Source: an optimization exercise on an open RTL-to-GDS flow (aim: small area, a short achievable clock period and few clock cycles per item). Production flows keep margins and buffers that such runs may drop.

north:
==> flow/design.v <==
`default_nettype none
package edv_pkg;
   localparam int unsigned DataWidth = 32;
   localparam int unsigned QuoWidth  = DataWidth + 1;
   typedef struct packed {
      logic signed [DataWidth-1:0] dividend;
      logic signed [DataWidth-1:0] divisor;
   } req_type;
   typedef struct packed {
      logic signed [QuoWidth-1:0] quotient;
      logic                       divide_by_zero;
   } rsp_type;
endpackage
`default_nettype wire
`default_nettype none
module edv_add #(
   parameter int N = 31
) (
   input  wire logic [N-1:0] a,
   input  wire logic [N-1:0] b,
   input  wire logic         ci,
   output logic      [N-1:0] s,
   output logic              co
);
   localparam int L = $clog2(N + 1);
   logic [(L+1)*(N+1)-1:0] g;
   logic [(L+1)*(N+1)-1:0] p;
   assign g[0] = ci;
   assign p[0] = 1'b0;
   for (genvar m = 1; m <= N; m++) begin : g_in
      assign g[m] = a[m-1] & b[m-1];
      assign p[m] = a[m-1] ^ b[m-1];
   end
   for (genvar l = 0; l < L; l++) begin : g_lvl
      for (genvar m = 0; m <= N; m++) begin : g_pos
         if (((m >> l) & 1) == 1) begin : g_op
            localparam int J = ((m >> l) << l) - 1;
            assign g[(l+1)*(N+1)+m] = g[l*(N+1)+m] | (p[l*(N+1)+m] & g[l*(N+1)+J]);
            assign p[(l+1)*(N+1)+m] = p[l*(N+1)+m] & p[l*(N+1)+J];
         end else begin : g_cp
            assign g[(l+1)*(N+1)+m] = g[l*(N+1)+m];
            assign p[(l+1)*(N+1)+m] = p[l*(N+1)+m];
         end
      end
   end
   for (genvar m = 0; m < N; m++) begin : g_sum
      assign s[m] = p[m+1] ^ g[L*(N+1)+m];
   end
   assign co = g[L*(N+1)+N];
endmodule
`default_nettype wire
`default_nettype none
module edv_lzc (
   input  wire logic [31:0] x,
   output logic             v,
   output logic [4:0]       c
);
   logic [15:0] v0;  logic [15:0]   c0;
   logic [7:0]  v1;  logic [7:0][1:0] c1;
   logic [3:0]  v2;  logic [3:0][2:0] c2;
   logic [1:0]  v3;  logic [1:0][3:0] c3;
   for (genvar i = 0; i < 16; i++) begin : g_l0
      assign v0[i] = x[2*i+1] | x[2*i];
      assign c0[i] = !x[2*i+1];
   end
   for (genvar i = 0; i < 8; i++) begin : g_l1
      assign v1[i] = v0[2*i+1] | v0[2*i];
      assign c1[i] = v0[2*i+1] ? {1'b0, c0[2*i+1]} : {1'b1, c0[2*i]};
   end
   for (genvar i = 0; i < 4; i++) begin : g_l2
      assign v2[i] = v1[2*i+1] | v1[2*i];
      assign c2[i] = v1[2*i+1] ? {1'b0, c1[2*i+1]} : {1'b1, c1[2*i]};
   end
   for (genvar i = 0; i < 2; i++) begin : g_l3
      assign v3[i] = v2[2*i+1] | v2[2*i];
      assign c3[i] = v2[2*i+1] ? {1'b0, c2[2*i+1]} : {1'b1, c2[2*i]};
   end
   assign v = v3[1] | v3[0];
   assign c = v3[1] ? {1'b0, c3[1]} : {1'b1, c3[0]};
endmodule
`default_nettype wire
`default_nettype none
module euclidean_integer_divider_top #(
   parameter int K1 = 10,     
   parameter int K2 = 4
) (
   input  wire logic              clock,
   input  wire logic              reset,
   input  wire logic              req_valid,
   output logic                   req_ready,
   input  edv_pkg::req_type       req_data,
   output logic                   rsp_valid,
   input  wire logic              rsp_ready,
   output edv_pkg::rsp_type       rsp_data
);
   logic [31:0]   r_q;      
   logic          rh_q;     
   logic          dbz_q;
   logic [30:0]   qa_q;     
   logic [30:0]   bt_q;     
   logic          bn_q;     
   logic          an_q;     
   logic [4:0]    cnt_q;    
   logic [5:0]    za_q;     
   logic [5:0]    zb_q;     
   logic          fst_q;    
   logic          act_q;    
   logic          vld_q;
   wire [31:0] a     = req_data.dividend;
   wire [31:0] b     = req_data.divisor;
   wire        a_neg = a[31];
   wire        b_neg = b[31];
   wire [30:0] amag  = a[30:0] ^ {31{a_neg}};
   wire [30:0] bt    = b[30:0] ^ {31{b_neg}};    
   wire fix  = act_q && (cnt_q == 5'd0);
   wire step = act_q && (cnt_q != 5'd0) && (!vld_q || rsp_ready);
   wire load = req_valid && (!act_q || fix);
   wire last = step && (cnt_q == 5'd1);
   logic       va, vb;
   logic [4:0] ca, cb;
   edv_lzc u_lza (.x({1'b0, amag}), .v(va), .c(ca));
   edv_lzc u_lzb (.x({1'b0, bt}),   .v(vb), .c(cb));
   wire [5:0] za  = va ? {1'b0, ca} : 6'd32;
   wire [5:0] zb  = vb ? {1'b0, cb} : 6'd32;
   wire [6:0] cz  = {2'b00, cnt_q} + {1'b0, za_q} - {1'b0, zb_q};
   wire q_neg = an_q ^ bn_q;
   wire skip1 = (cnt_q >= 5'(K1 + 1)) && !cz[6] && (cz[5:0] >= 6'(K1 + 1));
   wire skip2 = (cnt_q >= 5'(K2 + 1)) && !cz[6] && (cz[5:0] >= 6'(K2 + 1));
   wire [31:0] r_sk = fst_q ? 32'd0 : r_q;
   wire bt_zero = (bt_q == 31'd0);
   wire b_one   = bn_q ? bt_zero : (bt_q == 31'd1);
   wire fit1    = qa_q[30] & b_one;
   wire [31:0] t   = {r_q[30:0], qa_q[30]};
   wire        sub = !r_q[31];
   wire [31:0] s;
   wire        unused_co;
   edv_add #(.N(32)) u_add (.a(t), .b({sub, bt_q ^ {31{sub}}}), .ci(bn_q ^ sub), .s(s), .co(unused_co));
   wire        dbz = !bn_q && bt_zero;
   wire [32:0] qf;
   wire        unused_co2;
   edv_add #(.N(33)) u_inc (.a({q_neg, q_neg, qa_q}), .b(33'd0), .ci(bn_q), .s(qf), .co(unused_co2));
   logic [31:0]   r_next;
   logic [30:0]   qa_next;
   logic [4:0]    cnt_next;
   always_comb begin
      if (skip1) begin
         r_next   = {r_sk[31-K1:0], qa_q[30:31-K1]};
         qa_next  = {qa_q[30-K1:0], {K1{q_neg}}};
         cnt_next = cnt_q - 5'(K1);
      end else if (skip2) begin
         r_next   = {r_sk[31-K2:0], qa_q[30:31-K2]};
         qa_next  = {qa_q[30-K2:0], {K2{q_neg}}};
         cnt_next = cnt_q - 5'(K2);
      end else if (fst_q) begin
         r_next   = {31'd0, qa_q[30] & !fit1};
         qa_next  = {qa_q[29:0], fit1 ^ q_neg};
         cnt_next = cnt_q - 5'd1;
      end else begin
         r_next   = s;
         qa_next  = {qa_q[29:0], !s[31] ^ q_neg};
         cnt_next = cnt_q - 5'd1;
      end
   end
   always_ff @(posedge clock) begin
      bt_q <= bt;
      bn_q <= b_neg;
      za_q <= za;
      zb_q <= zb;
      an_q <= a_neg;
   end
   always_ff @(posedge clock) begin
      if (fix) begin
         r_q   <= dbz ? 32'd0 : qf[31:0];
         rh_q  <= dbz ? 1'b0 : qf[32];
         dbz_q <= dbz;
      end else if (step) begin
         r_q   <= r_next;
      end
   end
   always_ff @(posedge clock) begin
      if (load) begin
         qa_q  <= amag;
         cnt_q <= 5'd31;
         fst_q <= 1'b1;
      end else if (step) begin
         qa_q  <= qa_next;
         cnt_q <= cnt_next;
         fst_q <= 1'b0;
      end
   end
   always_ff @(posedge clock) begin
      if (reset) begin
         act_q <= 1'b0;
         vld_q <= 1'b0;
      end else begin
         act_q <= load || (act_q && !fix);
         vld_q <= fix || (vld_q && !rsp_ready);
      end
   end
   assign req_ready = last;
   assign rsp_valid = vld_q;
   assign rsp_data  = {rh_q, r_q, dbz_q};
endmodule
`default_nettype wire
Settings: LEC_CHECK=0, CAP_MARGIN=20, CORE_MARGIN=2, CORE_UTILIZATION=40, PLACE_DENSITY=0.6, SETUP_SLACK_MARGIN=1.5, SLEW_MARGIN=20; clock period 5.0 ns.
run.sh (not shown) runs the stock make flow with config.mk's settings and CLKGATE_MAP_FILE= SYNTH_SCRIPT=/design/flow/synth_recipe.tcl, a recipe that flattens the netlist after the stock synthesis.
north: full flow OK, the timing, DRC and antenna checks passed
Changes in south relative to north:
- SETUP_SLACK_MARGIN now 0, was 1.5
Notes after the runs:
Taking north as the reference, in south met1 track demand over resource in global routing decreased by 2.4 points relative to the old numbers, area growth from synthesis to layout moved down.
Comparing north and south, post-route clock period utilization is lower on north.
south ended with less final standard cell count with taps included and fillers excluded than north.
Summary: with north as the reference, final layout net count in south moved down by a few percent.
Critical path depth in cells delta for south relative to north: 1 higher
Diff north and south: wire length on met1 lower in south
Looking at overall routed net length across north and south, the one that comes out higher is north.
south gives more total cell area at the placement stage than north did.
No functional check of the RTL was part of any run of this note.

## port drivers added, routing unchanged
How much do the figures lean on ideal ports? The routed layouts below were timed once more, with nothing changed but the port constraints. Step 1, drivers: a clkbuf_16 drives clock and a buf_2 each remaining input, both assumed. Step 2 adds t to the input delays and takes it off the output delays; t is the mean of the earliest and latest rising clock arrival at the registers after step 1. Input paths then give back, and output paths get back, about the clock's delay inside the block. Three values: no drivers, after step 1, after step 2; two values: the first two.
run | t (ns) | setup slack, ns | hold slack, ns | clock arrival spread, ns | pins driven straight from the clock port
north | 0.474 | 1.290 / 1.290 / 1.290 | 0.520 / 0.520 / 0.520 | 0.011 / 0.011 | 1
south | 0.465 | 0.623 / 0.623 / 0.623 | 0.533 / 0.533 / 0.533 | 0.013 / 0.013 | 1
After both steps every run listed still meets setup and hold.
